This design comes from an exercise in tuning for small area, a short achievable clock period and few clock cycles per item on the open sky130 flow, not from production work.
In this exercise RTL edits were held to simulation tests only and were not proved equivalent to the original.

[design/flow/design.v]
package lsc_pkg;
	localparam int COORD_BITS = 16;
	typedef logic signed [COORD_BITS-1:0] coord_t;
	typedef logic [1:0] cfg_idx_t;
	localparam cfg_idx_t REG_LEFT = 2'd0;
	localparam cfg_idx_t REG_RIGHT = 2'd1;
	localparam cfg_idx_t REG_BOTTOM = 2'd2;
	localparam cfg_idx_t REG_TOP = 2'd3;
	localparam coord_t WIN_LEFT_RST = -16'sd100;
	localparam coord_t WIN_RIGHT_RST = 16'sd100;
	localparam coord_t WIN_BOTTOM_RST = -16'sd100;
	localparam coord_t WIN_TOP_RST = 16'sd100;
endpackage
module lsc_divider #(
	parameter int PW = 1,
	parameter logic [15:0] CUT = 16'h0000
) (
	input logic clk,
	input logic arst_n,
	input logic adv,
	input logic vin,
	input logic [31:0] na,
	input logic [15:0] da,
	input logic [31:0] nb,
	input logic [15:0] db,
	input logic [PW-1:0] pin,
	output logic vout,
	output logic [15:0] qa,
	output logic rza,
	output logic [15:0] dao,
	output logic [15:0] qb,
	output logic rzb,
	output logic [15:0] dbo,
	output logic [PW-1:0] pout
);
	logic [15:0] ra_i [17];
	logic [15:0] la_i [17];
	logic [15:0] da_i [17];
	logic [15:0] rb_i [17];
	logic [15:0] lb_i [17];
	logic [15:0] db_i [17];
	logic v_i [17];
	logic [PW-1:0] p_i [17];
	assign ra_i[0] = na[31:16];
	assign la_i[0] = na[15:0];
	assign da_i[0] = da;
	assign rb_i[0] = nb[31:16];
	assign lb_i[0] = nb[15:0];
	assign db_i[0] = db;
	assign v_i[0] = vin;
	assign p_i[0] = pin;
	for (genvar k = 0; k < 16; k++) begin : g_step
		logic [15:0] ra_o, la_o, rb_o, lb_o;
		logic [17:0] ta, tb;
		logic fa, fb;
		always_comb begin
			ta = {1'b0, ra_i[k], la_i[k][15]} - {2'b00, da_i[k]};
			fa = !ta[17];
			ra_o = fa ? ta[15:0] : {ra_i[k][14:0], la_i[k][15]};
			la_o = {la_i[k][14:0], fa};
			tb = {1'b0, rb_i[k], lb_i[k][15]} - {2'b00, db_i[k]};
			fb = !tb[17];
			rb_o = fb ? tb[15:0] : {rb_i[k][14:0], lb_i[k][15]};
			lb_o = {lb_i[k][14:0], fb};
		end
		if (CUT[k]) begin : g_reg
			logic v_q;
			logic [15:0] ra_q, la_q, da_q, rb_q, lb_q, db_q;
			logic [PW-1:0] p_q;
			always_ff @(posedge clk or negedge arst_n) begin
				if (!arst_n) begin
					v_q <= 1'b0;
				end else if (adv) begin
					v_q <= v_i[k];
				end
			end
			always_ff @(posedge clk) begin
				if (adv) begin
					ra_q <= ra_o;
					la_q <= la_o;
					da_q <= da_i[k];
					rb_q <= rb_o;
					lb_q <= lb_o;
					db_q <= db_i[k];
					p_q <= p_i[k];
				end
			end
			assign v_i[k+1] = v_q;
			assign ra_i[k+1] = ra_q;
			assign la_i[k+1] = la_q;
			assign da_i[k+1] = da_q;
			assign rb_i[k+1] = rb_q;
			assign lb_i[k+1] = lb_q;
			assign db_i[k+1] = db_q;
			assign p_i[k+1] = p_q;
		end else begin : g_wire
			assign v_i[k+1] = v_i[k];
			assign ra_i[k+1] = ra_o;
			assign la_i[k+1] = la_o;
			assign da_i[k+1] = da_i[k];
			assign rb_i[k+1] = rb_o;
			assign lb_i[k+1] = lb_o;
			assign db_i[k+1] = db_i[k];
			assign p_i[k+1] = p_i[k];
		end
	end
	assign vout = v_i[16];
	assign qa = la_i[16];
	assign rza = |ra_i[16];
	assign dao = da_i[16];
	assign qb = lb_i[16];
	assign rzb = |rb_i[16];
	assign dbo = db_i[16];
	assign pout = p_i[16];
endmodule
module lsc_mul16 (input [15:0] a, input [15:0] b, output [31:0] p);
wire t1 = (a[13] & b[0]) ^ (a[12] & b[1]);
wire t2 = (a[13] & b[0]) & (a[12] & b[1]);
wire t3 = (a[14] & b[0]) ^ (a[13] & b[1]) ^ (a[12] & b[2]);
wire t4 = ((a[14] & b[0]) & (a[13] & b[1])) | ((a[14] & b[0]) & (a[12] & b[2])) | ((a[13] & b[1]) & (a[12] & b[2]));
wire t5 = (a[11] & b[3]) ^ (a[10] & b[4]);
wire t6 = (a[11] & b[3]) & (a[10] & b[4]);
wire t7 = (a[15] & b[0]) ^ (a[14] & b[1]) ^ (a[13] & b[2]);
wire t8 = ((a[15] & b[0]) & (a[14] & b[1])) | ((a[15] & b[0]) & (a[13] & b[2])) | ((a[14] & b[1]) & (a[13] & b[2]));
wire t9 = (a[12] & b[3]) ^ (a[11] & b[4]) ^ (a[10] & b[5]);
wire t10 = ((a[12] & b[3]) & (a[11] & b[4])) | ((a[12] & b[3]) & (a[10] & b[5])) | ((a[11] & b[4]) & (a[10] & b[5]));
wire t11 = (a[9] & b[6]) ^ (a[8] & b[7]);
wire t12 = (a[9] & b[6]) & (a[8] & b[7]);
wire t13 = (a[15] & b[1]) ^ (a[14] & b[2]) ^ (a[13] & b[3]);
wire t14 = ((a[15] & b[1]) & (a[14] & b[2])) | ((a[15] & b[1]) & (a[13] & b[3])) | ((a[14] & b[2]) & (a[13] & b[3]));
wire t15 = (a[12] & b[4]) ^ (a[11] & b[5]) ^ (a[10] & b[6]);
wire t16 = ((a[12] & b[4]) & (a[11] & b[5])) | ((a[12] & b[4]) & (a[10] & b[6])) | ((a[11] & b[5]) & (a[10] & b[6]));
wire t17 = (a[9] & b[7]) ^ (a[8] & b[8]);
wire t18 = (a[9] & b[7]) & (a[8] & b[8]);
wire t19 = (a[15] & b[2]) ^ (a[14] & b[3]) ^ (a[13] & b[4]);
wire t20 = ((a[15] & b[2]) & (a[14] & b[3])) | ((a[15] & b[2]) & (a[13] & b[4])) | ((a[14] & b[3]) & (a[13] & b[4]));
wire t21 = (a[12] & b[5]) ^ (a[11] & b[6]) ^ (a[10] & b[7]);
wire t22 = ((a[12] & b[5]) & (a[11] & b[6])) | ((a[12] & b[5]) & (a[10] & b[7])) | ((a[11] & b[6]) & (a[10] & b[7]));
wire t23 = (a[15] & b[3]) ^ (a[14] & b[4]) ^ (a[13] & b[5]);
wire t24 = ((a[15] & b[3]) & (a[14] & b[4])) | ((a[15] & b[3]) & (a[13] & b[5])) | ((a[14] & b[4]) & (a[13] & b[5]));
wire t25 = (a[9] & b[0]) ^ (a[8] & b[1]);
wire t26 = (a[9] & b[0]) & (a[8] & b[1]);
wire t27 = (a[10] & b[0]) ^ (a[9] & b[1]) ^ (a[8] & b[2]);
wire t28 = ((a[10] & b[0]) & (a[9] & b[1])) | ((a[10] & b[0]) & (a[8] & b[2])) | ((a[9] & b[1]) & (a[8] & b[2]));
wire t29 = (a[7] & b[3]) ^ (a[6] & b[4]);
wire t30 = (a[7] & b[3]) & (a[6] & b[4]);
wire t31 = (a[11] & b[0]) ^ (a[10] & b[1]) ^ (a[9] & b[2]);
wire t32 = ((a[11] & b[0]) & (a[10] & b[1])) | ((a[11] & b[0]) & (a[9] & b[2])) | ((a[10] & b[1]) & (a[9] & b[2]));
wire t33 = (a[8] & b[3]) ^ (a[7] & b[4]) ^ (a[6] & b[5]);
wire t34 = ((a[8] & b[3]) & (a[7] & b[4])) | ((a[8] & b[3]) & (a[6] & b[5])) | ((a[7] & b[4]) & (a[6] & b[5]));
wire t35 = (a[5] & b[6]) ^ (a[4] & b[7]);
wire t36 = (a[5] & b[6]) & (a[4] & b[7]);
wire t37 = (a[12] & b[0]) ^ (a[11] & b[1]) ^ (a[10] & b[2]);
wire t38 = ((a[12] & b[0]) & (a[11] & b[1])) | ((a[12] & b[0]) & (a[10] & b[2])) | ((a[11] & b[1]) & (a[10] & b[2]));
wire t39 = (a[9] & b[3]) ^ (a[8] & b[4]) ^ (a[7] & b[5]);
wire t40 = ((a[9] & b[3]) & (a[8] & b[4])) | ((a[9] & b[3]) & (a[7] & b[5])) | ((a[8] & b[4]) & (a[7] & b[5]));
wire t41 = (a[6] & b[6]) ^ (a[5] & b[7]) ^ (a[4] & b[8]);
wire t42 = ((a[6] & b[6]) & (a[5] & b[7])) | ((a[6] & b[6]) & (a[4] & b[8])) | ((a[5] & b[7]) & (a[4] & b[8]));
wire t43 = (a[3] & b[9]) ^ (a[2] & b[10]);
wire t44 = (a[3] & b[9]) & (a[2] & b[10]);
wire t45 = (a[11] & b[2]) ^ (a[10] & b[3]) ^ (a[9] & b[4]);
wire t46 = ((a[11] & b[2]) & (a[10] & b[3])) | ((a[11] & b[2]) & (a[9] & b[4])) | ((a[10] & b[3]) & (a[9] & b[4]));
wire t47 = (a[8] & b[5]) ^ (a[7] & b[6]) ^ (a[6] & b[7]);
wire t48 = ((a[8] & b[5]) & (a[7] & b[6])) | ((a[8] & b[5]) & (a[6] & b[7])) | ((a[7] & b[6]) & (a[6] & b[7]));
wire t49 = (a[5] & b[8]) ^ (a[4] & b[9]) ^ (a[3] & b[10]);
wire t50 = ((a[5] & b[8]) & (a[4] & b[9])) | ((a[5] & b[8]) & (a[3] & b[10])) | ((a[4] & b[9]) & (a[3] & b[10]));
wire t51 = (a[2] & b[11]) ^ (a[1] & b[12]) ^ (a[0] & b[13]);
wire t52 = ((a[2] & b[11]) & (a[1] & b[12])) | ((a[2] & b[11]) & (a[0] & b[13])) | ((a[1] & b[12]) & (a[0] & b[13]));
wire t53 = (a[9] & b[5]) ^ (a[8] & b[6]) ^ (a[7] & b[7]);
wire t54 = ((a[9] & b[5]) & (a[8] & b[6])) | ((a[9] & b[5]) & (a[7] & b[7])) | ((a[8] & b[6]) & (a[7] & b[7]));
wire t55 = (a[6] & b[8]) ^ (a[5] & b[9]) ^ (a[4] & b[10]);
wire t56 = ((a[6] & b[8]) & (a[5] & b[9])) | ((a[6] & b[8]) & (a[4] & b[10])) | ((a[5] & b[9]) & (a[4] & b[10]));
wire t57 = (a[3] & b[11]) ^ (a[2] & b[12]) ^ (a[1] & b[13]);
wire t58 = ((a[3] & b[11]) & (a[2] & b[12])) | ((a[3] & b[11]) & (a[1] & b[13])) | ((a[2] & b[12]) & (a[1] & b[13]));
wire t59 = (a[0] & b[14]) ^ t3 ^ t5;
wire t60 = ((a[0] & b[14]) & t3) | ((a[0] & b[14]) & t5) | (t3 & t5);
wire t61 = (a[7] & b[8]) ^ (a[6] & b[9]) ^ (a[5] & b[10]);
wire t62 = ((a[7] & b[8]) & (a[6] & b[9])) | ((a[7] & b[8]) & (a[5] & b[10])) | ((a[6] & b[9]) & (a[5] & b[10]));
wire t63 = (a[4] & b[11]) ^ (a[3] & b[12]) ^ (a[2] & b[13]);
wire t64 = ((a[4] & b[11]) & (a[3] & b[12])) | ((a[4] & b[11]) & (a[2] & b[13])) | ((a[3] & b[12]) & (a[2] & b[13]));
wire t65 = (a[1] & b[14]) ^ (a[0] & b[15]) ^ t7;
wire t66 = ((a[1] & b[14]) & (a[0] & b[15])) | ((a[1] & b[14]) & t7) | ((a[0] & b[15]) & t7);
wire t67 = t9 ^ t11 ^ t4;
wire t68 = (t9 & t11) | (t9 & t4) | (t11 & t4);
wire t69 = (a[7] & b[9]) ^ (a[6] & b[10]) ^ (a[5] & b[11]);
wire t70 = ((a[7] & b[9]) & (a[6] & b[10])) | ((a[7] & b[9]) & (a[5] & b[11])) | ((a[6] & b[10]) & (a[5] & b[11]));
wire t71 = (a[4] & b[12]) ^ (a[3] & b[13]) ^ (a[2] & b[14]);
wire t72 = ((a[4] & b[12]) & (a[3] & b[13])) | ((a[4] & b[12]) & (a[2] & b[14])) | ((a[3] & b[13]) & (a[2] & b[14]));
wire t73 = (a[1] & b[15]) ^ t13 ^ t15;
wire t74 = ((a[1] & b[15]) & t13) | ((a[1] & b[15]) & t15) | (t13 & t15);
wire t75 = t17 ^ t8 ^ t10;
wire t76 = (t17 & t8) | (t17 & t10) | (t8 & t10);
wire t77 = (a[9] & b[8]) ^ (a[8] & b[9]) ^ (a[7] & b[10]);
wire t78 = ((a[9] & b[8]) & (a[8] & b[9])) | ((a[9] & b[8]) & (a[7] & b[10])) | ((a[8] & b[9]) & (a[7] & b[10]));
wire t79 = (a[6] & b[11]) ^ (a[5] & b[12]) ^ (a[4] & b[13]);
wire t80 = ((a[6] & b[11]) & (a[5] & b[12])) | ((a[6] & b[11]) & (a[4] & b[13])) | ((a[5] & b[12]) & (a[4] & b[13]));
wire t81 = (a[3] & b[14]) ^ (a[2] & b[15]) ^ t19;
wire t82 = ((a[3] & b[14]) & (a[2] & b[15])) | ((a[3] & b[14]) & t19) | ((a[2] & b[15]) & t19);
wire t83 = t21 ^ t14 ^ t16;
wire t84 = (t21 & t14) | (t21 & t16) | (t14 & t16);
wire t85 = (a[12] & b[6]) ^ (a[11] & b[7]) ^ (a[10] & b[8]);
wire t86 = ((a[12] & b[6]) & (a[11] & b[7])) | ((a[12] & b[6]) & (a[10] & b[8])) | ((a[11] & b[7]) & (a[10] & b[8]));
wire t87 = (a[9] & b[9]) ^ (a[8] & b[10]) ^ (a[7] & b[11]);
wire t88 = ((a[9] & b[9]) & (a[8] & b[10])) | ((a[9] & b[9]) & (a[7] & b[11])) | ((a[8] & b[10]) & (a[7] & b[11]));
wire t89 = (a[6] & b[12]) ^ (a[5] & b[13]) ^ (a[4] & b[14]);
wire t90 = ((a[6] & b[12]) & (a[5] & b[13])) | ((a[6] & b[12]) & (a[4] & b[14])) | ((a[5] & b[13]) & (a[4] & b[14]));
wire t91 = (a[3] & b[15]) ^ t23 ^ t20;
wire t92 = ((a[3] & b[15]) & t23) | ((a[3] & b[15]) & t20) | (t23 & t20);
wire t93 = (a[15] & b[4]) ^ (a[14] & b[5]) ^ (a[13] & b[6]);
wire t94 = ((a[15] & b[4]) & (a[14] & b[5])) | ((a[15] & b[4]) & (a[13] & b[6])) | ((a[14] & b[5]) & (a[13] & b[6]));
wire t95 = (a[12] & b[7]) ^ (a[11] & b[8]) ^ (a[10] & b[9]);
wire t96 = ((a[12] & b[7]) & (a[11] & b[8])) | ((a[12] & b[7]) & (a[10] & b[9])) | ((a[11] & b[8]) & (a[10] & b[9]));
wire t97 = (a[9] & b[10]) ^ (a[8] & b[11]) ^ (a[7] & b[12]);
wire t98 = ((a[9] & b[10]) & (a[8] & b[11])) | ((a[9] & b[10]) & (a[7] & b[12])) | ((a[8] & b[11]) & (a[7] & b[12]));
wire t99 = (a[6] & b[13]) ^ (a[5] & b[14]) ^ (a[4] & b[15]);
wire t100 = ((a[6] & b[13]) & (a[5] & b[14])) | ((a[6] & b[13]) & (a[4] & b[15])) | ((a[5] & b[14]) & (a[4] & b[15]));
wire t101 = (a[15] & b[5]) ^ (a[14] & b[6]) ^ (a[13] & b[7]);
wire t102 = ((a[15] & b[5]) & (a[14] & b[6])) | ((a[15] & b[5]) & (a[13] & b[7])) | ((a[14] & b[6]) & (a[13] & b[7]));
wire t103 = (a[12] & b[8]) ^ (a[11] & b[9]) ^ (a[10] & b[10]);
wire t104 = ((a[12] & b[8]) & (a[11] & b[9])) | ((a[12] & b[8]) & (a[10] & b[10])) | ((a[11] & b[9]) & (a[10] & b[10]));
wire t105 = (a[9] & b[11]) ^ (a[8] & b[12]) ^ (a[7] & b[13]);
wire t106 = ((a[9] & b[11]) & (a[8] & b[12])) | ((a[9] & b[11]) & (a[7] & b[13])) | ((a[8] & b[12]) & (a[7] & b[13]));
wire t107 = (a[15] & b[6]) ^ (a[14] & b[7]) ^ (a[13] & b[8]);
wire t108 = ((a[15] & b[6]) & (a[14] & b[7])) | ((a[15] & b[6]) & (a[13] & b[8])) | ((a[14] & b[7]) & (a[13] & b[8]));
wire t109 = (a[12] & b[9]) ^ (a[11] & b[10]) ^ (a[10] & b[11]);
wire t110 = ((a[12] & b[9]) & (a[11] & b[10])) | ((a[12] & b[9]) & (a[10] & b[11])) | ((a[11] & b[10]) & (a[10] & b[11]));
wire t111 = (a[15] & b[7]) ^ (a[14] & b[8]) ^ (a[13] & b[9]);
wire t112 = ((a[15] & b[7]) & (a[14] & b[8])) | ((a[15] & b[7]) & (a[13] & b[9])) | ((a[14] & b[8]) & (a[13] & b[9]));
wire t113 = (a[6] & b[0]) ^ (a[5] & b[1]);
wire t114 = (a[6] & b[0]) & (a[5] & b[1]);
wire t115 = (a[7] & b[0]) ^ (a[6] & b[1]) ^ (a[5] & b[2]);
wire t116 = ((a[7] & b[0]) & (a[6] & b[1])) | ((a[7] & b[0]) & (a[5] & b[2])) | ((a[6] & b[1]) & (a[5] & b[2]));
wire t117 = (a[4] & b[3]) ^ (a[3] & b[4]);
wire t118 = (a[4] & b[3]) & (a[3] & b[4]);
wire t119 = (a[8] & b[0]) ^ (a[7] & b[1]) ^ (a[6] & b[2]);
wire t120 = ((a[8] & b[0]) & (a[7] & b[1])) | ((a[8] & b[0]) & (a[6] & b[2])) | ((a[7] & b[1]) & (a[6] & b[2]));
wire t121 = (a[5] & b[3]) ^ (a[4] & b[4]) ^ (a[3] & b[5]);
wire t122 = ((a[5] & b[3]) & (a[4] & b[4])) | ((a[5] & b[3]) & (a[3] & b[5])) | ((a[4] & b[4]) & (a[3] & b[5]));
wire t123 = (a[2] & b[6]) ^ (a[1] & b[7]);
wire t124 = (a[2] & b[6]) & (a[1] & b[7]);
wire t125 = (a[7] & b[2]) ^ (a[6] & b[3]) ^ (a[5] & b[4]);
wire t126 = ((a[7] & b[2]) & (a[6] & b[3])) | ((a[7] & b[2]) & (a[5] & b[4])) | ((a[6] & b[3]) & (a[5] & b[4]));
wire t127 = (a[4] & b[5]) ^ (a[3] & b[6]) ^ (a[2] & b[7]);
wire t128 = ((a[4] & b[5]) & (a[3] & b[6])) | ((a[4] & b[5]) & (a[2] & b[7])) | ((a[3] & b[6]) & (a[2] & b[7]));
wire t129 = (a[1] & b[8]) ^ (a[0] & b[9]) ^ t25;
wire t130 = ((a[1] & b[8]) & (a[0] & b[9])) | ((a[1] & b[8]) & t25) | ((a[0] & b[9]) & t25);
wire t131 = (a[5] & b[5]) ^ (a[4] & b[6]) ^ (a[3] & b[7]);
wire t132 = ((a[5] & b[5]) & (a[4] & b[6])) | ((a[5] & b[5]) & (a[3] & b[7])) | ((a[4] & b[6]) & (a[3] & b[7]));
wire t133 = (a[2] & b[8]) ^ (a[1] & b[9]) ^ (a[0] & b[10]);
wire t134 = ((a[2] & b[8]) & (a[1] & b[9])) | ((a[2] & b[8]) & (a[0] & b[10])) | ((a[1] & b[9]) & (a[0] & b[10]));
wire t135 = t27 ^ t29 ^ t26;
wire t136 = (t27 & t29) | (t27 & t26) | (t29 & t26);
wire t137 = (a[3] & b[8]) ^ (a[2] & b[9]) ^ (a[1] & b[10]);
wire t138 = ((a[3] & b[8]) & (a[2] & b[9])) | ((a[3] & b[8]) & (a[1] & b[10])) | ((a[2] & b[9]) & (a[1] & b[10]));
wire t139 = (a[0] & b[11]) ^ t31 ^ t33;
wire t140 = ((a[0] & b[11]) & t31) | ((a[0] & b[11]) & t33) | (t31 & t33);
wire t141 = t35 ^ t28 ^ t30;
wire t142 = (t35 & t28) | (t35 & t30) | (t28 & t30);
wire t143 = (a[1] & b[11]) ^ (a[0] & b[12]) ^ t37;
wire t144 = ((a[1] & b[11]) & (a[0] & b[12])) | ((a[1] & b[11]) & t37) | ((a[0] & b[12]) & t37);
wire t145 = t39 ^ t41 ^ t43;
wire t146 = (t39 & t41) | (t39 & t43) | (t41 & t43);
wire t147 = t32 ^ t34 ^ t36;
wire t148 = (t32 & t34) | (t32 & t36) | (t34 & t36);
wire t149 = t1 ^ t45 ^ t47;
wire t150 = (t1 & t45) | (t1 & t47) | (t45 & t47);
wire t151 = t49 ^ t51 ^ t38;
wire t152 = (t49 & t51) | (t49 & t38) | (t51 & t38);
wire t153 = t40 ^ t42 ^ t44;
wire t154 = (t40 & t42) | (t40 & t44) | (t42 & t44);
wire t155 = t2 ^ t53 ^ t55;
wire t156 = (t2 & t53) | (t2 & t55) | (t53 & t55);
wire t157 = t57 ^ t59 ^ t46;
wire t158 = (t57 & t59) | (t57 & t46) | (t59 & t46);
wire t159 = t48 ^ t50 ^ t52;
wire t160 = (t48 & t50) | (t48 & t52) | (t50 & t52);
wire t161 = t6 ^ t61 ^ t63;
wire t162 = (t6 & t61) | (t6 & t63) | (t61 & t63);
wire t163 = t65 ^ t67 ^ t54;
wire t164 = (t65 & t67) | (t65 & t54) | (t67 & t54);
wire t165 = t56 ^ t58 ^ t60;
wire t166 = (t56 & t58) | (t56 & t60) | (t58 & t60);
wire t167 = t12 ^ t69 ^ t71;
wire t168 = (t12 & t69) | (t12 & t71) | (t69 & t71);
wire t169 = t73 ^ t75 ^ t62;
wire t170 = (t73 & t75) | (t73 & t62) | (t75 & t62);
wire t171 = t64 ^ t66 ^ t68;
wire t172 = (t64 & t66) | (t64 & t68) | (t66 & t68);
wire t173 = t18 ^ t77 ^ t79;
wire t174 = (t18 & t77) | (t18 & t79) | (t77 & t79);
wire t175 = t81 ^ t83 ^ t70;
wire t176 = (t81 & t83) | (t81 & t70) | (t83 & t70);
wire t177 = t72 ^ t74 ^ t76;
wire t178 = (t72 & t74) | (t72 & t76) | (t74 & t76);
wire t179 = t22 ^ t85 ^ t87;
wire t180 = (t22 & t85) | (t22 & t87) | (t85 & t87);
wire t181 = t89 ^ t91 ^ t78;
wire t182 = (t89 & t91) | (t89 & t78) | (t91 & t78);
wire t183 = t80 ^ t82 ^ t84;
wire t184 = (t80 & t82) | (t80 & t84) | (t82 & t84);
wire t185 = t24 ^ t93 ^ t95;
wire t186 = (t24 & t93) | (t24 & t95) | (t93 & t95);
wire t187 = t97 ^ t99 ^ t86;
wire t188 = (t97 & t99) | (t97 & t86) | (t99 & t86);
wire t189 = t88 ^ t90 ^ t92;
wire t190 = (t88 & t90) | (t88 & t92) | (t90 & t92);
wire t191 = (a[6] & b[14]) ^ (a[5] & b[15]) ^ t101;
wire t192 = ((a[6] & b[14]) & (a[5] & b[15])) | ((a[6] & b[14]) & t101) | ((a[5] & b[15]) & t101);
wire t193 = t103 ^ t105 ^ t94;
wire t194 = (t103 & t105) | (t103 & t94) | (t105 & t94);
wire t195 = t96 ^ t98 ^ t100;
wire t196 = (t96 & t98) | (t96 & t100) | (t98 & t100);
wire t197 = (a[9] & b[12]) ^ (a[8] & b[13]) ^ (a[7] & b[14]);
wire t198 = ((a[9] & b[12]) & (a[8] & b[13])) | ((a[9] & b[12]) & (a[7] & b[14])) | ((a[8] & b[13]) & (a[7] & b[14]));
wire t199 = (a[6] & b[15]) ^ t107 ^ t109;
wire t200 = ((a[6] & b[15]) & t107) | ((a[6] & b[15]) & t109) | (t107 & t109);
wire t201 = t102 ^ t104 ^ t106;
wire t202 = (t102 & t104) | (t102 & t106) | (t104 & t106);
wire t203 = (a[12] & b[10]) ^ (a[11] & b[11]) ^ (a[10] & b[12]);
wire t204 = ((a[12] & b[10]) & (a[11] & b[11])) | ((a[12] & b[10]) & (a[10] & b[12])) | ((a[11] & b[11]) & (a[10] & b[12]));
wire t205 = (a[9] & b[13]) ^ (a[8] & b[14]) ^ (a[7] & b[15]);
wire t206 = ((a[9] & b[13]) & (a[8] & b[14])) | ((a[9] & b[13]) & (a[7] & b[15])) | ((a[8] & b[14]) & (a[7] & b[15]));
wire t207 = t111 ^ t108 ^ t110;
wire t208 = (t111 & t108) | (t111 & t110) | (t108 & t110);
wire t209 = (a[15] & b[8]) ^ (a[14] & b[9]) ^ (a[13] & b[10]);
wire t210 = ((a[15] & b[8]) & (a[14] & b[9])) | ((a[15] & b[8]) & (a[13] & b[10])) | ((a[14] & b[9]) & (a[13] & b[10]));
wire t211 = (a[12] & b[11]) ^ (a[11] & b[12]) ^ (a[10] & b[13]);
wire t212 = ((a[12] & b[11]) & (a[11] & b[12])) | ((a[12] & b[11]) & (a[10] & b[13])) | ((a[11] & b[12]) & (a[10] & b[13]));
wire t213 = (a[9] & b[14]) ^ (a[8] & b[15]) ^ t112;
wire t214 = ((a[9] & b[14]) & (a[8] & b[15])) | ((a[9] & b[14]) & t112) | ((a[8] & b[15]) & t112);
wire t215 = (a[15] & b[9]) ^ (a[14] & b[10]) ^ (a[13] & b[11]);
wire t216 = ((a[15] & b[9]) & (a[14] & b[10])) | ((a[15] & b[9]) & (a[13] & b[11])) | ((a[14] & b[10]) & (a[13] & b[11]));
wire t217 = (a[12] & b[12]) ^ (a[11] & b[13]) ^ (a[10] & b[14]);
wire t218 = ((a[12] & b[12]) & (a[11] & b[13])) | ((a[12] & b[12]) & (a[10] & b[14])) | ((a[11] & b[13]) & (a[10] & b[14]));
wire t219 = (a[15] & b[10]) ^ (a[14] & b[11]) ^ (a[13] & b[12]);
wire t220 = ((a[15] & b[10]) & (a[14] & b[11])) | ((a[15] & b[10]) & (a[13] & b[12])) | ((a[14] & b[11]) & (a[13] & b[12]));
wire t221 = (a[4] & b[0]) ^ (a[3] & b[1]);
wire t222 = (a[4] & b[0]) & (a[3] & b[1]);
wire t223 = (a[5] & b[0]) ^ (a[4] & b[1]) ^ (a[3] & b[2]);
wire t224 = ((a[5] & b[0]) & (a[4] & b[1])) | ((a[5] & b[0]) & (a[3] & b[2])) | ((a[4] & b[1]) & (a[3] & b[2]));
wire t225 = (a[2] & b[3]) ^ (a[1] & b[4]);
wire t226 = (a[2] & b[3]) & (a[1] & b[4]);
wire t227 = (a[4] & b[2]) ^ (a[3] & b[3]) ^ (a[2] & b[4]);
wire t228 = ((a[4] & b[2]) & (a[3] & b[3])) | ((a[4] & b[2]) & (a[2] & b[4])) | ((a[3] & b[3]) & (a[2] & b[4]));
wire t229 = (a[1] & b[5]) ^ (a[0] & b[6]) ^ t113;
wire t230 = ((a[1] & b[5]) & (a[0] & b[6])) | ((a[1] & b[5]) & t113) | ((a[0] & b[6]) & t113);
wire t231 = (a[2] & b[5]) ^ (a[1] & b[6]) ^ (a[0] & b[7]);
wire t232 = ((a[2] & b[5]) & (a[1] & b[6])) | ((a[2] & b[5]) & (a[0] & b[7])) | ((a[1] & b[6]) & (a[0] & b[7]));
wire t233 = t115 ^ t117 ^ t114;
wire t234 = (t115 & t117) | (t115 & t114) | (t117 & t114);
wire t235 = (a[0] & b[8]) ^ t119 ^ t121;
wire t236 = ((a[0] & b[8]) & t119) | ((a[0] & b[8]) & t121) | (t119 & t121);
wire t237 = t123 ^ t116 ^ t118;
wire t238 = (t123 & t116) | (t123 & t118) | (t116 & t118);
wire t239 = t125 ^ t127 ^ t129;
wire t240 = (t125 & t127) | (t125 & t129) | (t127 & t129);
wire t241 = t120 ^ t122 ^ t124;
wire t242 = (t120 & t122) | (t120 & t124) | (t122 & t124);
wire t243 = t131 ^ t133 ^ t135;
wire t244 = (t131 & t133) | (t131 & t135) | (t133 & t135);
wire t245 = t126 ^ t128 ^ t130;
wire t246 = (t126 & t128) | (t126 & t130) | (t128 & t130);
wire t247 = t137 ^ t139 ^ t141;
wire t248 = (t137 & t139) | (t137 & t141) | (t139 & t141);
wire t249 = t132 ^ t134 ^ t136;
wire t250 = (t132 & t134) | (t132 & t136) | (t134 & t136);
wire t251 = t143 ^ t145 ^ t147;
wire t252 = (t143 & t145) | (t143 & t147) | (t145 & t147);
wire t253 = t138 ^ t140 ^ t142;
wire t254 = (t138 & t140) | (t138 & t142) | (t140 & t142);
wire t255 = t149 ^ t151 ^ t153;
wire t256 = (t149 & t151) | (t149 & t153) | (t151 & t153);
wire t257 = t144 ^ t146 ^ t148;
wire t258 = (t144 & t146) | (t144 & t148) | (t146 & t148);
wire t259 = t155 ^ t157 ^ t159;
wire t260 = (t155 & t157) | (t155 & t159) | (t157 & t159);
wire t261 = t150 ^ t152 ^ t154;
wire t262 = (t150 & t152) | (t150 & t154) | (t152 & t154);
wire t263 = t161 ^ t163 ^ t165;
wire t264 = (t161 & t163) | (t161 & t165) | (t163 & t165);
wire t265 = t156 ^ t158 ^ t160;
wire t266 = (t156 & t158) | (t156 & t160) | (t158 & t160);
wire t267 = t167 ^ t169 ^ t171;
wire t268 = (t167 & t169) | (t167 & t171) | (t169 & t171);
wire t269 = t162 ^ t164 ^ t166;
wire t270 = (t162 & t164) | (t162 & t166) | (t164 & t166);
wire t271 = t173 ^ t175 ^ t177;
wire t272 = (t173 & t175) | (t173 & t177) | (t175 & t177);
wire t273 = t168 ^ t170 ^ t172;
wire t274 = (t168 & t170) | (t168 & t172) | (t170 & t172);
wire t275 = t179 ^ t181 ^ t183;
wire t276 = (t179 & t181) | (t179 & t183) | (t181 & t183);
wire t277 = t174 ^ t176 ^ t178;
wire t278 = (t174 & t176) | (t174 & t178) | (t176 & t178);
wire t279 = t185 ^ t187 ^ t189;
wire t280 = (t185 & t187) | (t185 & t189) | (t187 & t189);
wire t281 = t180 ^ t182 ^ t184;
wire t282 = (t180 & t182) | (t180 & t184) | (t182 & t184);
wire t283 = t191 ^ t193 ^ t195;
wire t284 = (t191 & t193) | (t191 & t195) | (t193 & t195);
wire t285 = t186 ^ t188 ^ t190;
wire t286 = (t186 & t188) | (t186 & t190) | (t188 & t190);
wire t287 = t197 ^ t199 ^ t201;
wire t288 = (t197 & t199) | (t197 & t201) | (t199 & t201);
wire t289 = t192 ^ t194 ^ t196;
wire t290 = (t192 & t194) | (t192 & t196) | (t194 & t196);
wire t291 = t203 ^ t205 ^ t207;
wire t292 = (t203 & t205) | (t203 & t207) | (t205 & t207);
wire t293 = t198 ^ t200 ^ t202;
wire t294 = (t198 & t200) | (t198 & t202) | (t200 & t202);
wire t295 = t209 ^ t211 ^ t213;
wire t296 = (t209 & t211) | (t209 & t213) | (t211 & t213);
wire t297 = t204 ^ t206 ^ t208;
wire t298 = (t204 & t206) | (t204 & t208) | (t206 & t208);
wire t299 = (a[9] & b[15]) ^ t215 ^ t217;
wire t300 = ((a[9] & b[15]) & t215) | ((a[9] & b[15]) & t217) | (t215 & t217);
wire t301 = t210 ^ t212 ^ t214;
wire t302 = (t210 & t212) | (t210 & t214) | (t212 & t214);
wire t303 = (a[12] & b[13]) ^ (a[11] & b[14]) ^ (a[10] & b[15]);
wire t304 = ((a[12] & b[13]) & (a[11] & b[14])) | ((a[12] & b[13]) & (a[10] & b[15])) | ((a[11] & b[14]) & (a[10] & b[15]));
wire t305 = t219 ^ t216 ^ t218;
wire t306 = (t219 & t216) | (t219 & t218) | (t216 & t218);
wire t307 = (a[15] & b[11]) ^ (a[14] & b[12]) ^ (a[13] & b[13]);
wire t308 = ((a[15] & b[11]) & (a[14] & b[12])) | ((a[15] & b[11]) & (a[13] & b[13])) | ((a[14] & b[12]) & (a[13] & b[13]));
wire t309 = (a[12] & b[14]) ^ (a[11] & b[15]) ^ t220;
wire t310 = ((a[12] & b[14]) & (a[11] & b[15])) | ((a[12] & b[14]) & t220) | ((a[11] & b[15]) & t220);
wire t311 = (a[15] & b[12]) ^ (a[14] & b[13]) ^ (a[13] & b[14]);
wire t312 = ((a[15] & b[12]) & (a[14] & b[13])) | ((a[15] & b[12]) & (a[13] & b[14])) | ((a[14] & b[13]) & (a[13] & b[14]));
wire t313 = (a[3] & b[0]) ^ (a[2] & b[1]);
wire t314 = (a[3] & b[0]) & (a[2] & b[1]);
wire t315 = (a[2] & b[2]) ^ (a[1] & b[3]) ^ (a[0] & b[4]);
wire t316 = ((a[2] & b[2]) & (a[1] & b[3])) | ((a[2] & b[2]) & (a[0] & b[4])) | ((a[1] & b[3]) & (a[0] & b[4]));
wire t317 = (a[0] & b[5]) ^ t223 ^ t225;
wire t318 = ((a[0] & b[5]) & t223) | ((a[0] & b[5]) & t225) | (t223 & t225);
wire t319 = t227 ^ t229 ^ t224;
wire t320 = (t227 & t229) | (t227 & t224) | (t229 & t224);
wire t321 = t231 ^ t233 ^ t228;
wire t322 = (t231 & t233) | (t231 & t228) | (t233 & t228);
wire t323 = t235 ^ t237 ^ t232;
wire t324 = (t235 & t237) | (t235 & t232) | (t237 & t232);
wire t325 = t239 ^ t241 ^ t236;
wire t326 = (t239 & t241) | (t239 & t236) | (t241 & t236);
wire t327 = t243 ^ t245 ^ t240;
wire t328 = (t243 & t245) | (t243 & t240) | (t245 & t240);
wire t329 = t247 ^ t249 ^ t244;
wire t330 = (t247 & t249) | (t247 & t244) | (t249 & t244);
wire t331 = t251 ^ t253 ^ t248;
wire t332 = (t251 & t253) | (t251 & t248) | (t253 & t248);
wire t333 = t255 ^ t257 ^ t252;
wire t334 = (t255 & t257) | (t255 & t252) | (t257 & t252);
wire t335 = t259 ^ t261 ^ t256;
wire t336 = (t259 & t261) | (t259 & t256) | (t261 & t256);
wire t337 = t263 ^ t265 ^ t260;
wire t338 = (t263 & t265) | (t263 & t260) | (t265 & t260);
wire t339 = t267 ^ t269 ^ t264;
wire t340 = (t267 & t269) | (t267 & t264) | (t269 & t264);
wire t341 = t271 ^ t273 ^ t268;
wire t342 = (t271 & t273) | (t271 & t268) | (t273 & t268);
wire t343 = t275 ^ t277 ^ t272;
wire t344 = (t275 & t277) | (t275 & t272) | (t277 & t272);
wire t345 = t279 ^ t281 ^ t276;
wire t346 = (t279 & t281) | (t279 & t276) | (t281 & t276);
wire t347 = t283 ^ t285 ^ t280;
wire t348 = (t283 & t285) | (t283 & t280) | (t285 & t280);
wire t349 = t287 ^ t289 ^ t284;
wire t350 = (t287 & t289) | (t287 & t284) | (t289 & t284);
wire t351 = t291 ^ t293 ^ t288;
wire t352 = (t291 & t293) | (t291 & t288) | (t293 & t288);
wire t353 = t295 ^ t297 ^ t292;
wire t354 = (t295 & t297) | (t295 & t292) | (t297 & t292);
wire t355 = t299 ^ t301 ^ t296;
wire t356 = (t299 & t301) | (t299 & t296) | (t301 & t296);
wire t357 = t303 ^ t305 ^ t300;
wire t358 = (t303 & t305) | (t303 & t300) | (t305 & t300);
wire t359 = t307 ^ t309 ^ t304;
wire t360 = (t307 & t309) | (t307 & t304) | (t309 & t304);
wire t361 = (a[12] & b[15]) ^ t311 ^ t308;
wire t362 = ((a[12] & b[15]) & t311) | ((a[12] & b[15]) & t308) | (t311 & t308);
wire t363 = (a[15] & b[13]) ^ (a[14] & b[14]) ^ (a[13] & b[15]);
wire t364 = ((a[15] & b[13]) & (a[14] & b[14])) | ((a[15] & b[13]) & (a[13] & b[15])) | ((a[14] & b[14]) & (a[13] & b[15]));
wire t365 = (a[2] & b[0]) ^ (a[1] & b[1]);
wire t366 = (a[2] & b[0]) & (a[1] & b[1]);
wire t367 = (a[1] & b[2]) ^ (a[0] & b[3]) ^ t313;
wire t368 = ((a[1] & b[2]) & (a[0] & b[3])) | ((a[1] & b[2]) & t313) | ((a[0] & b[3]) & t313);
wire t369 = t221 ^ t315 ^ t314;
wire t370 = (t221 & t315) | (t221 & t314) | (t315 & t314);
wire t371 = t222 ^ t317 ^ t316;
wire t372 = (t222 & t317) | (t222 & t316) | (t317 & t316);
wire t373 = t226 ^ t319 ^ t318;
wire t374 = (t226 & t319) | (t226 & t318) | (t319 & t318);
wire t375 = t230 ^ t321 ^ t320;
wire t376 = (t230 & t321) | (t230 & t320) | (t321 & t320);
wire t377 = t234 ^ t323 ^ t322;
wire t378 = (t234 & t323) | (t234 & t322) | (t323 & t322);
wire t379 = t238 ^ t325 ^ t324;
wire t380 = (t238 & t325) | (t238 & t324) | (t325 & t324);
wire t381 = t242 ^ t327 ^ t326;
wire t382 = (t242 & t327) | (t242 & t326) | (t327 & t326);
wire t383 = t246 ^ t329 ^ t328;
wire t384 = (t246 & t329) | (t246 & t328) | (t329 & t328);
wire t385 = t250 ^ t331 ^ t330;
wire t386 = (t250 & t331) | (t250 & t330) | (t331 & t330);
wire t387 = t254 ^ t333 ^ t332;
wire t388 = (t254 & t333) | (t254 & t332) | (t333 & t332);
wire t389 = t258 ^ t335 ^ t334;
wire t390 = (t258 & t335) | (t258 & t334) | (t335 & t334);
wire t391 = t262 ^ t337 ^ t336;
wire t392 = (t262 & t337) | (t262 & t336) | (t337 & t336);
wire t393 = t266 ^ t339 ^ t338;
wire t394 = (t266 & t339) | (t266 & t338) | (t339 & t338);
wire t395 = t270 ^ t341 ^ t340;
wire t396 = (t270 & t341) | (t270 & t340) | (t341 & t340);
wire t397 = t274 ^ t343 ^ t342;
wire t398 = (t274 & t343) | (t274 & t342) | (t343 & t342);
wire t399 = t278 ^ t345 ^ t344;
wire t400 = (t278 & t345) | (t278 & t344) | (t345 & t344);
wire t401 = t282 ^ t347 ^ t346;
wire t402 = (t282 & t347) | (t282 & t346) | (t347 & t346);
wire t403 = t286 ^ t349 ^ t348;
wire t404 = (t286 & t349) | (t286 & t348) | (t349 & t348);
wire t405 = t290 ^ t351 ^ t350;
wire t406 = (t290 & t351) | (t290 & t350) | (t351 & t350);
wire t407 = t294 ^ t353 ^ t352;
wire t408 = (t294 & t353) | (t294 & t352) | (t353 & t352);
wire t409 = t298 ^ t355 ^ t354;
wire t410 = (t298 & t355) | (t298 & t354) | (t355 & t354);
wire t411 = t302 ^ t357 ^ t356;
wire t412 = (t302 & t357) | (t302 & t356) | (t357 & t356);
wire t413 = t306 ^ t359 ^ t358;
wire t414 = (t306 & t359) | (t306 & t358) | (t359 & t358);
wire t415 = t310 ^ t361 ^ t360;
wire t416 = (t310 & t361) | (t310 & t360) | (t361 & t360);
wire t417 = t312 ^ t363 ^ t362;
wire t418 = (t312 & t363) | (t312 & t362) | (t363 & t362);
wire t419 = (a[15] & b[14]) ^ (a[14] & b[15]) ^ t364;
wire t420 = ((a[15] & b[14]) & (a[14] & b[15])) | ((a[15] & b[14]) & t364) | ((a[14] & b[15]) & t364);
wire [31:0] r0 = {1'b0, (a[15] & b[15]), t419, t417, t415, t413, t411, t409, t407, t405, t403, t401, t399, t397, t395, t393, t391, t389, t387, t385, t383, t381, t379, t377, t375, t373, t371, t369, t367, (a[0] & b[2]), (a[1] & b[0]), (a[0] & b[0])};
wire [31:0] r1 = {1'b0, t420, t418, t416, t414, t412, t410, t408, t406, t404, t402, t400, t398, t396, t394, t392, t390, t388, t386, t384, t382, t380, t378, t376, t374, t372, t370, t368, t366, t365, (a[0] & b[1]), 1'b0};
assign p = r0 + r1;
endmodule
module line_segment_clipper (
	input logic clk,
	input logic arst_n,
	input logic in_valid,
	output logic in_stall,
	input lsc_pkg::coord_t start_x,
	input lsc_pkg::coord_t start_y,
	input lsc_pkg::coord_t end_x,
	input lsc_pkg::coord_t end_y,
	output logic out_valid,
	input logic out_stall,
	output logic visible,
	output lsc_pkg::coord_t clip_start_x,
	output lsc_pkg::coord_t clip_start_y,
	output lsc_pkg::coord_t clip_end_x,
	output lsc_pkg::coord_t clip_end_y,
	input logic cfg_write,
	input lsc_pkg::cfg_idx_t cfg_index,
	input lsc_pkg::coord_t cfg_data
);
	localparam logic [15:0] DIV_CUT = 16'b0101_0101_0101_0101;
	localparam int PW = 32 + 11;
	logic [15:0] win_l, win_r, win_b, win_t;
	always_ff @(posedge clk or negedge arst_n) begin
		if (!arst_n) begin
			win_l <= lsc_pkg::WIN_LEFT_RST;
			win_r <= lsc_pkg::WIN_RIGHT_RST;
			win_b <= lsc_pkg::WIN_BOTTOM_RST;
			win_t <= lsc_pkg::WIN_TOP_RST;
		end else if (cfg_write) begin
			case (cfg_index)
				lsc_pkg::REG_LEFT: win_l <= cfg_data;
				lsc_pkg::REG_RIGHT: win_r <= cfg_data;
				lsc_pkg::REG_BOTTOM: win_b <= cfg_data;
				lsc_pkg::REG_TOP: win_t <= cfg_data;
				default: ;
			endcase
		end
	end
	logic stall_q;
	logic adv;
	assign adv = !stall_q;
	assign in_stall = stall_q;
	function automatic logic [15+16+16+5:0] axis_prep(logic [15:0] c0, logic [15:0] c1,
		logic [15:0] lo, logic [15:0] hi);
		logic signed [16:0] d, nd, e_lo, e_hi, x_hi, x_lo, en, ex;
		logic neg, zero, enpos, clamp, rej;
		logic [15:0] ad, den, en_c, ex_c;
		d = $signed({c1[15], c1}) - $signed({c0[15], c0});
		nd = $signed({c0[15], c0}) - $signed({c1[15], c1});
		e_lo = $signed({lo[15], lo}) - $signed({c0[15], c0});
		e_hi = $signed({c0[15], c0}) - $signed({hi[15], hi});
		x_hi = $signed({hi[15], hi}) - $signed({c0[15], c0});
		x_lo = $signed({c0[15], c0}) - $signed({lo[15], lo});
		neg = d[16];
		zero = (c0 == c1);
		ad = neg ? nd[15:0] : d[15:0];
		en = neg ? e_hi : e_lo;
		ex = neg ? x_lo : x_hi;
		clamp = neg ? ($signed(c1) >= $signed(lo)) : ($signed(hi) >= $signed(c1));
		if (zero) begin
			den = 16'd1;
			en_c = 16'd0;
			ex_c = 16'd1;
			enpos = 1'b0;
			clamp = 1'b1;
			rej = (!e_lo[16] && e_lo != 17'd0) || x_hi[16];
		end else begin
			den = ad;
			en_c = en[16] ? 16'd0 : en[15:0];
			ex_c = clamp ? ad : ex[15:0];
			enpos = !en[16] && en != 17'd0;
			rej = ex[16];
		end
		axis_prep = {den, en_c, ex_c, neg, zero, enpos, clamp, rej};
	endfunction
	logic v1;
	logic [15:0] x0_1, y0_1;
	logic [15:0] denx_1, enx_1, exx_1, deny_1, eny_1, exy_1;
	logic negx_1, zerox_1, enposx_1, clampx_1, negy_1, zeroy_1, enposy_1, clampy_1, rej_1;
	always_ff @(posedge clk or negedge arst_n) begin
		if (!arst_n) v1 <= 1'b0;
		else if (adv) v1 <= in_valid;
	end
	logic [52:0] prepx, prepy;
	assign prepx = axis_prep(start_x, end_x, win_l, win_r);
	assign prepy = axis_prep(start_y, end_y, win_b, win_t);
	always_ff @(posedge clk) begin
		if (adv) begin
			x0_1 <= start_x;
			y0_1 <= start_y;
			{denx_1, enx_1, exx_1, negx_1, zerox_1, enposx_1, clampx_1} <= prepx[52:1];
			{deny_1, eny_1, exy_1, negy_1, zeroy_1, enposy_1, clampy_1} <= prepy[52:1];
			rej_1 <= prepx[0] | prepy[0];
		end
	end
	logic v2;
	logic [15:0] x0_2, y0_2, denx_2, deny_2;
	logic negx_2, zerox_2, enposx_2, clampx_2, negy_2, zeroy_2, enposy_2, clampy_2, rej_2;
	logic [31:0] pa_2, pb_2, pc_2, pd_2;
	always_ff @(posedge clk or negedge arst_n) begin
		if (!arst_n) v2 <= 1'b0;
		else if (adv) v2 <= v1;
	end
	logic [31:0] ma, mb, mc, md;
	lsc_mul16 u_ma (.a(enx_1), .b(deny_1), .p(ma));
	lsc_mul16 u_mb (.a(eny_1), .b(denx_1), .p(mb));
	lsc_mul16 u_mc (.a(exx_1), .b(deny_1), .p(mc));
	lsc_mul16 u_md (.a(exy_1), .b(denx_1), .p(md));
	always_ff @(posedge clk) begin
		if (adv) begin
			x0_2 <= x0_1;
			y0_2 <= y0_1;
			denx_2 <= denx_1;
			deny_2 <= deny_1;
			{negx_2, zerox_2, enposx_2, clampx_2} <= {negx_1, zerox_1, enposx_1, clampx_1};
			{negy_2, zeroy_2, enposy_2, clampy_2} <= {negy_1, zeroy_1, enposy_1, clampy_1};
			rej_2 <= rej_1 || (enx_1 > exx_1) || (eny_1 > exy_1);
			pa_2 <= ma;
			pb_2 <= mb;
			pc_2 <= mc;
			pd_2 <= md;
		end
	end
	logic sel_e, sel_x, vis_2;
	logic [31:0] ne, nx;
	logic [15:0] de, dx;
	always_comb begin
		sel_e = pa_2 >= pb_2;
		sel_x = pc_2 <= pd_2;
		vis_2 = !rej_2 && (pa_2 <= pd_2) && (pb_2 <= pc_2);
		ne = sel_e ? pa_2 : pb_2;
		de = sel_e ? denx_2 : deny_2;
		nx = sel_x ? pc_2 : pd_2;
		dx = sel_x ? denx_2 : deny_2;
	end
	logic vd;
	logic [15:0] qe, qx, de_d, dx_d;
	logic rze, rzx;
	logic [PW-1:0] pay;
	lsc_divider #(.PW(PW), .CUT(DIV_CUT)) u_div (
		.clk(clk), .arst_n(arst_n), .adv(adv),
		.vin(v2), .na(ne), .da(de), .nb(nx), .db(dx),
		.pin({x0_2, y0_2, sel_e, sel_x, negx_2, negy_2, zerox_2, zeroy_2,
			enposx_2, enposy_2, clampx_2, clampy_2, vis_2}),
		.vout(vd), .qa(qe), .rza(rze), .dao(de_d), .qb(qx), .rzb(rzx), .dbo(dx_d),
		.pout(pay)
	);
	function automatic logic [15:0] round_pt(logic [15:0] base, logic [15:0] q, logic rnz,
		logic neg, logic zero);
		logic [16:0] qq, s0, s1;
		logic inc;
		qq = neg ? {1'b1, ~q} : {1'b0, q};
		s0 = {base[15], base} + qq;
		s1 = {base[15], base} + qq + 17'd1;
		inc = (neg && !rnz) || (rnz && s0[16]);
		round_pt = zero ? base : (inc ? s1[15:0] : s0[15:0]);
	endfunction
	logic [15:0] px0, py0;
	logic psel_e, psel_x, pnegx, pnegy, pzerox, pzeroy, penposx, penposy, pclampx, pclampy, pvis;
	logic [64:0] res;
	always_comb begin
		logic [15:0] oe, ox, ee, ex, sx, sy, ex_, ey_, dd, ob_e, ob_x, sb_x;
		logic on_e, oz_e, on_x, oz_x, sn_x, sz_x, sc_x, sn_e, sp_e;
		{px0, py0, psel_e, psel_x, pnegx, pnegy, pzerox, pzeroy,
			penposx, penposy, pclampx, pclampy, pvis} = pay;
		ob_e = psel_e ? py0 : px0;
		on_e = psel_e ? pnegy : pnegx;
		oz_e = psel_e ? pzeroy : pzerox;
		oe = round_pt(ob_e, qe, rze, on_e, oz_e);
		sp_e = psel_e ? penposx : penposy;
		sn_e = psel_e ? pnegx : pnegy;
		ee = !sp_e ? (psel_e ? px0 : py0)
			: psel_e ? (sn_e ? win_r : win_l) : (sn_e ? win_t : win_b);
		sx = psel_e ? ee : oe;
		sy = psel_e ? oe : ee;
		ob_x = psel_x ? py0 : px0;
		on_x = psel_x ? pnegy : pnegx;
		oz_x = psel_x ? pzeroy : pzerox;
		ox = round_pt(ob_x, qx, rzx, on_x, oz_x);
		sb_x = psel_x ? px0 : py0;
		sn_x = psel_x ? pnegx : pnegy;
		sz_x = psel_x ? pzerox : pzeroy;
		sc_x = psel_x ? pclampx : pclampy;
		dd = sz_x ? 16'd0 : dx_d;
		ex = sc_x ? (sn_x ? sb_x - dd : sb_x + dd)
			: psel_x ? (sn_x ? win_l : win_r) : (sn_x ? win_b : win_t);
		ex_ = psel_x ? ex : ox;
		ey_ = psel_x ? ox : ex;
		res = pvis ? {1'b1, sx, sy, ex_, ey_} : 65'd0;
	end
	logic ov_q, sk_v;
	logic [64:0] or_q, sk_q;
	logic push, pop, head_free, ov_n, sk_n;
	always_comb begin
		push = adv && vd;
		pop = ov_q && !out_stall;
		head_free = pop || !ov_q;
		if (head_free) begin
			ov_n = sk_v || push;
			sk_n = sk_v && push;
		end else begin
			ov_n = 1'b1;
			sk_n = sk_v || push;
		end
	end
	always_ff @(posedge clk or negedge arst_n) begin
		if (!arst_n) begin
			ov_q <= 1'b0;
			sk_v <= 1'b0;
			stall_q <= 1'b0;
		end else begin
			ov_q <= ov_n;
			sk_v <= sk_n;
			stall_q <= ov_n && sk_n;
		end
	end
	always_ff @(posedge clk) begin
		if (head_free) begin
			or_q <= sk_v ? sk_q : res;
		end
		if (push && (sk_v || !head_free)) begin
			sk_q <= res;
		end
	end
	assign out_valid = ov_q;
	assign {visible, clip_start_x, clip_start_y, clip_end_x, clip_end_y} = or_q;
endmodule
[design/flow/run.sh]
#!/bin/bash
# synth_recipe.tcl (not shown) runs the flow's synth.tcl, then flattens the netlist and writes it again
# the make line also repeats each setting of config.mk as NAME=value (left out here)
make -C /OpenROAD-flow-scripts/flow DESIGN_CONFIG=/design/flow/config.mk WORK_HOME=/design/flow/orfs CLKGATE_MAP_FILE= SYNTH_SCRIPT=/design/flow/synth_recipe.tcl finish
[design/flow/config.mk]
export PLATFORM = sky130hd
export DESIGN_NAME = line_segment_clipper
export DESIGN_NICKNAME = line_segment_clipper
export VERILOG_FILES = /design/flow/design.v
export SDC_FILE = /design/flow/constraint.sdc
export NUM_CORES = 4
export LEC_CHECK = 0
export CAP_MARGIN = 20
export CORE_MARGIN = 2
export CORE_UTILIZATION = 40
export SETUP_SLACK_MARGIN = 4
export SLEW_MARGIN = 20
[design/flow/constraint.sdc]
create_clock -name core_clock -period 10.0 [get_ports {clk}]
set_input_delay 2.0000 -clock core_clock [delete_from_list [all_inputs] [get_ports {clk}]]
set_output_delay 2.0000 -clock core_clock [all_outputs]
set_load 0.01 [all_outputs]
==> reports/qor.csv, run 1 <==
stage;metric;value;unit
outcome;status;no timing/DRC/antenna violations;
yosys;synth_top_area_share;0.3588;
die;die_area;0.3352;mm^2
clock_tree;h-tree-depth;4;
routing;first_pass_iters;6;
clock_tree;cts_made_buffers;192;
yosys;synth_ff_type;edfxtp_1;
clock_tree;cts_tree;done;
die;ios;154;
clock_tree;clock-root-buffer;clkbuf_16;
sta;hold_viol;0;
clock_tree;cts_buffer_depth;4;
flow_run;cap_violations;0;
setup_path;cp.required;10.62;ns
routing;avgRoutedWirePerCell;22.44;um
yosys;ys_async_sr_fraction;0.04647;
routing;drt_iter0_markers;7961;
sta;slew_violations;0;
routing;vias;97550;
clock_tree;path_clk_slew;0.07;ns
sta;setup_tns;0;ns
global_routing;grt.total_usage;0.2359;
die;start_util;0.4010;
setup_path;start_kind;flop;
place;dp_cells;16910;
finish;stdcell_count;17840;
finish;nNetsFinal;15390;
yosys;synthTopCellsByArea;edfxtp_1 36%, fa_1 13%, ha_1 11%;
yosys;yosysWarnings;10;
place;dp.final_hpwl;291500;um
yosys;syn_nets;14740;
setup_path;critPathCaptureType;flop;
clock_tree;clock_latency;0.95;ns
routing;drc_errors;0;
global_routing;overflow;0;
yosys;syn_area;0.1322;mm^2
worst_hold_path;holdPathStages;0;
die;die_w;579.0;um
global_routing;grt_pass1_wl;600100;um
setup_path;rr_worst_depth;24;
yosys;syn_inst;12670;
sta;worst_pin_slew;1.134;ns
clock_tree;cts.sinks;1657;
finish;synthToLayoutAreaGrowth;16.84;%
setup_path;reg2reg_to;pb_2[29];
routing;vias_per_cell;5.467;
die;core-area;0.3297;mm^2
die;num_rows;211;
routing;wl;400400;um
die;die_y;579.0;um
yosys;synth_area_per_cell;10.44;um^2
sta;fin_crit;6.331;ns
sta;clock_skew;0.1086;ns
yosys;ys_seq_area_frac;0.3737;
setup_path;criticalPathCategory;flop to flop;
yosys;ys_ff_latch;1657;
setup_path;arrival;6.95;ns
place;io_buffers;153;
sta;slew_headroom;0.2224;
setup_path;crit_end;pb_2[29];
yosys;synth_edf_count;1580;
global_routing;grt_pass1_vias;95880;
yosys;synth.distinct_cells;86;
sta;rsz0062_at_grt;yes;
sta;period_share;0.6331;
setup_path;worstPathMaxFanout;6;
sta;setup_violations;0;
setup_path;crit_path_start;denx_1[3];
global_routing;antenna_found_initial;34;
finish;post_route_cells_drive_above_1_share;0.1574;
sta;fmax;158.0;MHz
worst_hold_path;hold_path.class;flop to flop;
yosys;yosysTopAreaCell;edfxtp_1;
place;globalplace.congestion;0.9586;
setup_path;reg2reg_slack;3.67;ns
global_routing;grt_max_degree;180;
routing;antenna_left;0;
setup_path;r2r_start;denx_1[3];
## critical path, cell delays in order, from the launching register on
cell	delay [ns]
edfxtp_1	0.44
buf_12	0.19
buf_12	0.18
buf_6	0.12
nand2_2	0.05
fa_1	0.49
inv_1	0.05
fa_1	0.49
inv_2	0.04
fa_2	0.55
inv_2	0.04
fa_2	0.52
fa_1	0.44
fa_2	0.56
ha_4	0.21
a21oi_4	0.19
nor3b_4	0.24
nand3_4	0.13
a311o_1	0.33
a211oi_2	0.19
o21bai_1	0.11
a21oi_2	0.15
o21bai_1	0.10
a21oi_1	0.16
xnor2_1	0.11
## worst min-delay path by stage
stage / startpoint / to / slack, ns
after floorplan: clampx_1 / clampx_2 / 0.40
after global placement: u_div.g_step[6].g_reg.la_q[11] / u_div.g_step[8].g_reg.la_q[13] / 0.40
after detailed placement: y0_2[0] / u_div.g_step[0].g_reg.p_q[11] / 0.40
after CTS: u_div.g_step[2].g_reg.p_q[42] / u_div.g_step[4].g_reg.p_q[42] / 0.32
after global routing: x0_2[13] / u_div.g_step[0].g_reg.p_q[40] / 0.32
final: x0_2[13] / u_div.g_step[0].g_reg.p_q[40] / 0.32
## cells in the mapped netlist, types with 75 or more instances
cell and number:
o31ai_1 101, mux2_2 468, edfxtp_1 1580, xor2_1 145
nand4_1 75, o21a_1 153, or3_1 85, a211oi_1 99
a21oi_1 610, clkbuf_1 345, fa_1 831, nand3_1 165
nor2b_1 173, o21bai_1 79, a21boi_0 77, inv_1 1611
a21o_1 261, nor3_1 213, o211ai_1 97, nor2_1 612
ha_1 1156, and2_1 655, nand2_1 1098, mux2i_1 109
o21ai_0 558, xnor2_1 463, nand2b_1 102
## cells in the final DEF, fill, tap and decap left out, drive strengths merged, types with 75 or more instances in the layout
cell type,count
clkinv,78
mux2i,109
xnor2,463
or3,85
a211oi,99
o21bai,79
nand2,1100
nor3,213
clkbuf,235
a21oi,610
mux2,468
xor2,145
a21o,261
clkdlybuf4s50,150
inv,1617
buf,669
nor2b,173
nand2b,102
o21ai,561
nand4,75
ha,1156
nand3,165
fa,831
o211ai,97
o31ai,101
edfxtp,1580
o21a,153
and2,657
a21boi,77
nor2,612
## cells by family after synthesis
family | synth area share
AOI/OAI and AO/OA | 0.1213
xor gates and xnor gates | 0.04027
adders and majority gates | 0.2352
buffers and inverters | 0.05729
DFF | 0.3737
muxes | 0.04811
and+or+nand+nor | 0.1242
## what timing repair did
| item | in CTS | in global routing |
|---|---|---|
| endpoints found under the setup margin | 485 | 481 |
| cloned | 30 | 6 |
| gates resized for setup | 569 | 496 |
| pin swaps | 245 | 304 |
| buffers inserted | 359 | 176 |
| hold buffers | 0 | 0 |
## registers in the layout, indices dropped and copies added, names as in the netlist, 65 cells and up
signal and flops:
u_div.g_step.g_reg.ra_q 128, u_div.g_step.g_reg.la_q 128, u_div.g_step.g_reg.da_q 128, u_div.g_step.g_reg.db_q 128
sk_q 65, or_q 65, u_div.g_step.g_reg.rb_q 128, u_div.g_step.g_reg.lb_q 128
u_div.g_step.g_reg.p_q 344
## cell type report
class | instances | area (um^2)
antenna | 6 | 15.01
tap | 4366 | 5463
sequential | 1657 | 49410
multi-input combinational | 9007 | 79050
inverter | 1616 | 6096
timing repair buffer | 839 | 8024
clock inverter | 123 | 1410
clock buffer | 230 | 5030
fill | 30340 | 175200
## metrics by stage
| stage | util | hold slack, ns | setup slack, ns | instance area [um^2] |
|---|---|---|---|---|
| after global routing | 0.4685 | 0.3194 | 3.466 | 154500 |
| final | 0.4686 | 0.3226 | 3.669 | 154500 |
| after global placement | 0.4211 | 0.4001 | 2.332 | 138800 |
| after CTS | 0.4583 | 0.3153 | 3.755 | 151100 |
| after detailed placement | 0.4211 | 0.4045 | 2.265 | 138800 |
| after floorplan | - | 0.4003 | -12.71 | 132200 |
## metal layers
metal / GRT usage / wire [um] / share of wire / vias to the layer above
met5: 0 / 105 / 0.00026 / -
met4: 0.08543 / 16210 / 0.040 / 16
met3: 0.04475 / 31010 / 0.077 / 755
met2: 0.3711 / 179300 / 0.45 / 3144
met1: 0.3235 / 173700 / 0.43 / 48210
li1: - / - / - / 45430
Testbench counts, summed over its fixed seeds: cycles 34,464, segments 33,600.
==> inputs of run 2 (changes only) <==
--- a/design/flow/config.mk
+++ b/design/flow/config.mk
@@ -5,6 +5,7 @@
 export SDC_FILE = /design/flow/constraint.sdc
 export NUM_CORES = 4
 export LEC_CHECK = 0
+export ABC_AREA = 1
 export CAP_MARGIN = 20
 export CORE_MARGIN = 2
 export CORE_UTILIZATION = 40
==> reports/qor.csv, run 2 <==
stage;metric;value;unit;change
die;die_area;0.3447;mm^2;was 0.3352 mm^2
setup_path;start_kind;flop;;unchanged
die;start_util;0.4012;;was 0.4010
setup_path;cp_common_cell;fa_1;;
yosys;synth.distinct_cells;83;;was 86
yosys;synth_ff_type;edfxtp_1;;unchanged
yosys;yosysTopAreaCell;edfxtp_1;;unchanged
yosys;ys_ff_latch;1657;;unchanged
setup_path;crit_path_top_delay_cell;fa_2;;unchanged
yosys;synth_top_family_by_area;adder cells;;unchanged
yosys;synth_area_per_cell;8.666;um^2;was 10.44 um^2
yosys;syn_inst;15690;;was 12670
clock_tree;cts_made_buffers;188;;was 192
clock_tree;cts_tree;done;;unchanged
place;dp.final_hpwl;319400;um;was 291500 um
sta;hold_viol;0;;unchanged
finish;layout_common_cells;3840 x nand2_1, 2874 x inv_1, 1580 x edfxtp_1;;was 1580 x edfxtp_1, 1573 x inv_1, 1107 x ha_1
outcome;status;no timing/DRC/antenna violations;;unchanged
setup_path;cp.required;10.56;ns;was 10.62 ns
sta;period_share;0.5915;;was 0.6331
place;globalplace.congestion;1.024;;was 0.9586
yosys;synthTopCellsByArea;edfxtp_1 35%, fa_1 12%, ha_1 11%;;was edfxtp_1 36%, fa_1 13%, ha_1 11%
yosys;synthXorXnorAreaFrac;0.04551;;was 0.04027
routing;first_pass_iters;7;;was 6
sta;worst_pin_slew;1.062;ns;was 1.134 ns
sta;setup_tns;0;ns;unchanged
die;die_w;587.1;um;was 579.0 um
global_routing;overflow;0;;unchanged
sta;setup_violations;0;;unchanged
finish;nNetsFinal;17880;;was 15390
finish;synthToLayoutAreaGrowth;10.84;%;was 16.84%
sta;fin_crit;5.915;ns;was 6.331 ns
finish;post_route_cells_drive_above_1_share;0.05860;;was 0.1574
finish;fill_cells;33130;;was 30340
global_routing;grt.total_usage;0.2368;;was 0.2359
routing;drc_errors;0;;unchanged
routing;vias_per_cell;5.122;;was 5.467
place;dp_slack;3.335;ns;was 2.265 ns
setup_path;cpPeakStageDelay;0.60;ns;was 0.56 ns
setup_path;worstPathMaxFanout;33;;was 6
global_routing;antenna_found_initial;33;;was 34
die;die_y;587.1;um;was 579.0 um
global_routing;grt_pass1_wl;627600;um;was 600100 um
yosys;synth_fa_ha_area_frac;0.2287;;was 0.2352
finish;largest_register_ff_count;344;;unchanged
flow_run;cap_violations;0;;unchanged
yosys;syn_nets;17770;;was 14740
die;num_rows;214;;was 211
yosys;synth_compound_area_frac;0.1003;;was 0.1213
yosys;yosysWarnings;10;;unchanged
clock_tree;clock_latency;0.91;ns;was 0.95 ns
sta;fin_ws;4.085;ns;was 3.669 ns
yosys;ys_async_sr_fraction;0.04647;;unchanged
finish;regArea;0.04941;mm^2;unchanged
setup_path;arrival;6.48;ns;was 6.95 ns
yosys;syn_area;0.1360;mm^2;was 0.1322 mm^2
die;ios;154;;unchanged
global_routing;grt_max_degree;171;;was 180
sta;clock_skew;0.09103;ns;was 0.1086 ns
sta;holdWs;0.3634;ns;was 0.3226 ns
yosys;yosys.area_share.simple;0.1639;;was 0.1242
setup_path;crit_chain;buf_12 -> nand2_1 -> inv_1 -> fa_1 -> fa_1 -> inv_1 -> fa_1 -> inv_1 -> fa_1 -> fa_2 -> fa_1 -> ha_2 -> a21oi_2 -> inv_1 -> a31oi_1 -> o21ai_0 -> nand2_1 -> nand4_1 -> xor2_1;;was buf_12 -> buf_12 -> buf_6 -> nand2_2 -> fa_1 -> inv_1 -> fa_1 -> inv_2 -> fa_2 -> inv_2 -> fa_2 -> fa_1 -> fa_2 -> ha_4 -> a21oi_4 -> nor3b_4 -> nand3_4 -> a311o_1 -> a211oi_2 -> o21bai_1 -> a21oi_2 -> o21bai_1 -> a21oi_1 -> xnor2_1
clock_tree;clock-root-buffer;clkbuf_16;;unchanged
routing;drt_iter0_markers;9471;;was 7961
==> run 2: worst paths after layout <==
kind	startpoint	to	slack (ns)	cells after the start
setup / recovery	denx_1[6]	pb_2[30]	4.08	19
hold / removal	u_div.g_step[4].g_reg.p_q[17]	u_div.g_step[6].g_reg.p_q[17]	0.36	0
setup reg to reg	denx_1[6]	pb_2[30]	4.08	19
hold reg to reg	u_div.g_step[4].g_reg.p_q[17]	u_div.g_step[6].g_reg.p_q[17]	0.36	0
max in group asynchronous	arst_n	win_t[5]	8.19	3
min in group asynchronous	arst_n	ov_q	0.92	1
==> run 2: area by class of cell <==
class | count | area share
clock buffer | 222 | 0.03261
timing repair buffer | 434 | 0.02888
timing repair inverter | 2 | 0.00008301
tap | 4536 | 0.03765
antenna | 13 | 0.0002158
inverter | 2916 | 0.07280
clock inverter | 115 | 0.008542
sequential | 1657 | 0.3278
multi-input combinational | 10610 | 0.4914
==> run 2: cells by family after synthesis <==
logic type	Yosys count
AOI/OAI and AO/OA	2483
DFF	1657
buffers and inverters	3428
muxes	15
and+or+nand+nor	5417
adders and majority gates	1987
xor gates and xnor gates	705
==> run 2: what timing repair did <==
item                                    in CTS  in global routing
resized for setup                           65                124
pin swaps                                    4                 24
gates cloned                                 0                 16
buffers inserted                           101                 61
endpoints found under the setup margin     104                303
hold buffers                                 0                  0
==> run 2: per-stage QoR <==
step	instances	cell area [um^2]
floorplan	15690	136000
global placement	19980	141900
detailed placement	19980	141900
CTS	20410	149300
global route	20500	150700
finish	20510	150700
==> run 2: worst max-delay path: cells and delay by family, from the launching register on <==
family,cells,cell delay (ns)
adders and majority gates,7,3.34
and+or+nand+nor,3,0.33
buffers and inverters,5,0.42
AOI/OAI and AO/OA,3,0.47
DFF,1,0.42
xor gates and xnor gates,1,0.55
==> run 2: per-layer routing <==
layer	up-vias	routed length (um)	global-route usage
li1	50820	-	-
met3	706	30990	0.03688
met1	50070	183300	0.3280
met2	3401	185000	0.3741
met4	22	17280	0.08693
met5	-	171	0

## afterwards: timing with drivers on the ports
In the flow no input, the clock included, has a driving cell. The finished layouts below were timed again as built, in two steps.
Step 1 assumes that a clkbuf_16 drives the clock port and a buf_2 every other input.
Step 2, shift: input delay + t, output delay - t, t = (earliest + latest rising clock arrival at the registers) / 2. This alone moves slack from input paths to output paths.
a / b / c = no drivers / after step 1 / after step 2; a / b = the first two.
| run | t (ns) | setup WS [ns] | slew at the worst register clock pin (ns) | cell pins on the clock port's net |
|---|---|---|---|---|
| run 1 | 0.984 | 3.669 / 3.669 / 3.220 | 0.07 / 0.07 | 1 |
| run 2 | 0.980 | 4.085 / 4.085 / 3.397 | 0.08 / 0.08 | 1 |
After both steps every run listed still meets setup and hold. For run 2, which loses most, drivers alone change the setup slack by 0.000 ns; drivers and shift together by -0.688 ns.
